What follows belongs to an exercise in optimizing a design on an open flow for small area, a short achievable clock period and few clock cycles per item; a production flow would make more cautious choices.
Where RTL was checked, it was by simulation tests only, not by an equivalence proof against the original.
Power is estimated from default activity; no workload was simulated.

## north
==> flow/design.v (excerpt) <==
module arena_bump_allocator_core (
  input  logic                              clk,
  input  logic                              rst_n,
  input  logic                              cfg_valid,
  output logic                              cfg_ready,
  input  logic                              cfg_index,
  input  logic [abump_pkg::ADDR_W-1:0]      cfg_data,
  input  logic                              in_valid,
  output logic                              in_ready,
  input  logic [abump_pkg::FUNC_W-1:0]      in_func,
  input  logic [abump_pkg::OFF_W-1:0]       in_request_size,
  input  logic [abump_pkg::ALIGN_LOG_W-1:0] in_align_log2,
  input  logic [abump_pkg::ADDR_W-1:0]      in_old_address,
  input  logic [abump_pkg::OFF_W-1:0]       in_old_length,
  input  logic [abump_pkg::OFF_W-1:0]       in_snap_current,
  input  logic [abump_pkg::OFF_W-1:0]       in_snap_previous,
  output logic                              out_valid,
  input  logic                              out_ready,
  output logic [abump_pkg::STATUS_W-1:0]    out_status,
  output logic [abump_pkg::ADDR_W-1:0]      out_result_address,
  output logic [abump_pkg::OFF_W-1:0]       out_copy_length,
  output logic [abump_pkg::OFF_W-1:0]       out_clear_offset,
  output logic [abump_pkg::OFF_W-1:0]       out_clear_length,
  output logic [abump_pkg::OFF_W-1:0]       out_current_offset,
  output logic [abump_pkg::OFF_W-1:0]       out_previous_offset
);
For scale: about 2300 cells after synthesis, ~300 I/O pins.
make LEC_CHECK=0 CAP_MARGIN=20 CORE_MARGIN=2 CORE_UTILIZATION=60 SETUP_SLACK_MARGIN=2.5 SLEW_MARGIN=20 TNS_END_PERCENT=100 finish   # period 9.0 ns
run.sh (not shown) runs the stock make flow with config.mk's settings and CLKGATE_MAP_FILE= SYNTH_SCRIPT=/design/flow/synth_recipe.tcl, a recipe that flattens the netlist after the stock synthesis.
Both conditions hold for north: the flow ran to the end and the final layout passed the timing, design-rule and antenna checks.
Setup changes, north to south
- SETUP_SLACK_MARGIN now 3.5, was 2.5
- CORE_UTILIZATION now 40, was 60
==> flow/flow/run.sh (new file) <==
#!/bin/bash
# Standard layout, with the port buffers made as buf_2 cells instead of the
# delay-cell buffers buffer_ports picks by default.
cp standard.sh standard_sh.txt
export BUFFER_PORTS_ARGS="-buffer_cell sky130_fd_sc_hd__buf_2"
bash standard.sh > standard.log 2>&1
==> flow/standard.sh (new file) <==
#!/bin/bash
# synth_recipe.tcl (not shown) runs the flow's synth.tcl, then flattens the netlist and writes it again
# the make line also repeats each setting of config.mk as NAME=value (left out here)
make -C /OpenROAD-flow-scripts/flow DESIGN_CONFIG=/design/flow/config.mk WORK_HOME=/design/flow/orfs CLKGATE_MAP_FILE= SYNTH_SCRIPT=/design/flow/synth_recipe.tcl "${@:-finish}"
removed: flow/run.sh
==> results.txt <==
- south reached the final stage; the timing, design-rule and antenna checks on its layout passed.
- Re pin count of the biggest net entering global routing: no difference whatsoever between south and north.
- south ended up with a lower global-route usage than north did.
- [compare] base=north new=south: routing usage on met1 shrank by 12 points, core utilization of the finished layout shrank by 23 points.
- Non-clock buffer count in south vs north: up 25%
- Worst clock skew for south: 3.5 ps up relative to north
- Reported for north and south, number of flops mapped to enable cells by yosys turned out identical to the last digit.
- south reports its termination of the worst setup path as top_r[12]$_SDFFE_PN0P_ while north reports mv_r$_DFFE_PP_.
- south: area growth from synthesis to layout is 5.2 points higher than what north reported.
- On worst-skew pair later-pin latency, the higher figure sits with south, not north.
- Between north and south, the max-slew headroom at the worst pin is lower for south.
- north vs south, slowest library cell on the worst path: nor4_1 vs or3_4
- Relative to north, the final cell area reported for south is higher.
## Diff of input files: east against south
==> flow/run.sh (new file) <==
#!/bin/bash
# synth_recipe.tcl (not shown) runs the flow's synth.tcl, then flattens the netlist and writes it again
# the make line also repeats each setting of config.mk as NAME=value (left out here)
make -C /OpenROAD-flow-scripts/flow DESIGN_CONFIG=/design/flow/config.mk WORK_HOME=/design/flow/orfs CLKGATE_MAP_FILE= SYNTH_SCRIPT=/design/flow/synth_recipe.tcl finish
removed: flow/flow/run.sh
removed: flow/standard.sh
## What came out
- Register fraction of the total cell area: east vs south down 0.65 points
- A capturing element of the worst setup path of top_r[12]$_SDFFE_PN0P_ is what south shows, while top_r[1]$_SDFFE_PN0P_ belongs to east.
- Area fraction of clock buffers and clock inverters essentially unchanged between east and south.
- Per the comparison of east with south, worst slew slack as a fraction of its limit went up by 7.2 points; detailed-routing wirelength on met1 now larger; relative contribution of combinational cells to total power higher; global-route total usage across every layer about even; buffers inserted during post-CTS setup optimization shrank by 24.
- Via total after detailed routing on east is ahead of south.
Function was not checked in any run of this note: the RTL went through the layout flow alone.


arena_bump_allocator_core, a different RTL version from the one above (not shown whole).
Size in the first run: ~2,300 cells after synthesis.
Settings: LEC_CHECK=0, CAP_MARGIN=20, CORE_MARGIN=2, CORE_UTILIZATION=55, CTS_BUF_LIST=sky130_fd_sc_hd__clkbuf_4 sky130_fd_sc_hd__clkbuf_8, SETUP_SLACK_MARGIN=2.5, SLEW_MARGIN=20, TNS_END_PERCENT=100; clock period 9.0 ns.
standard.sh (not shown) runs the stock make flow with config.mk's settings and CLKGATE_MAP_FILE= SYNTH_SCRIPT=/design/flow/synth_recipe.tcl, a recipe that flattens the netlist after the stock synthesis.
==> flow/flow/run.sh <==
#!/bin/bash
# Standard layout, with the port buffers made as buf_1 cells instead of the
# delay-cell buffers buffer_ports picks by default.
cp standard.sh standard_sh.txt
export BUFFER_PORTS_ARGS="-buffer_cell sky130_fd_sc_hd__buf_1"
bash standard.sh > standard.log 2>&1
Testbench counts at the start, summed over its fixed seeds: cycles 91,397, items 80,000.
==> next run, changes <==
--- a/flow/config.mk
+++ b/flow/config.mk
@@ -9,6 +9,5 @@
 export CORE_MARGIN = 2
 export CORE_UTILIZATION = 55
-export CTS_BUF_LIST = sky130_fd_sc_hd__clkbuf_4 sky130_fd_sc_hd__clkbuf_8
 export SETUP_SLACK_MARGIN = 2.5
 export SLEW_MARGIN = 20
-export TNS_END_PERCENT = 100
+export TNS_END_PERCENT = 10
The changed run ran to the end with no violations.
Power increases by 7.5%.
Die area does not change.
Non-clock buffer count drops by 1.
Wire length drops by 0.33%.
Sequential power hardly moves.
Final area went up by about 0.9%.
Utilization is higher by 0.54 points.
==> next run, changes <==
--- a/flow/config.mk
+++ b/flow/config.mk
@@ -8,6 +8,7 @@
 export CAP_MARGIN = 20
 export CORE_MARGIN = 2
-export CORE_UTILIZATION = 55
+export CORE_UTILIZATION = 40
+export PLACE_DENSITY = 0.75
 export SETUP_SLACK_MARGIN = 2.5
 export SLEW_MARGIN = 20
-export TNS_END_PERCENT = 10
+export TNS_END_PERCENT = 100
What happened:
- sequential share of layout area drops by 0.24 points
- worst setup slack is worse by 11 ps
- via count climbs by 1.9%
- hold slack stays flat
- flip-flop and latch count does not change
- power stays flat
- die area climbs by 37%
- synthesized cell count does not change

-- port drivers added, routing unchanged --
No port has a modelled driver above. Below, the same layouts with a new extraction and two added sets of constraints.
Step 1 sets driving cells, clkbuf_16 on the clock port and buf_2 on the other inputs (assumed; they add their load-dependent delay and slew).
Step 2, shift: input delay + t, output delay - t, t = (earliest + latest rising clock arrival at the registers) / 2. This alone moves slack from input paths to output paths.
Three values: ideal ports, drivers, drivers and shift; two values: the first two.
run | t, ns | setup slack, ns | worst hold slack (ns) | worst setup path after step 2 | cell pins on the clock port's net
north | 0.516 | 2.529 / 2.559 / 2.043 | 0.475 / 0.475 / 0.475 | input to register | 1
south | 0.567 | 2.964 / 2.919 / 2.353 | 0.469 / 0.469 / 0.469 | input to register | 1
east | 0.560 | 2.909 / 2.944 / 2.383 | 0.457 / 0.457 / 0.457 | input to register | 1
the first run of note 2 | 0.568 | 2.673 / 2.632 / 2.133 | 0.466 / 0.466 / 0.466 | input to register | 1
the second run of note 2 | 0.516 | 2.619 / 2.649 / 2.133 | 0.462 / 0.462 / 0.462 | input to register | 1
the third run of note 2 | 0.552 | 2.609 / 2.618 / 2.067 | 0.463 / 0.463 / 0.463 | input to register | 1
After both steps setup and hold are still met in every run listed. The setup slack of south, which loses most, moves by -0.045 ns with the drivers and by -0.611 ns with both steps.
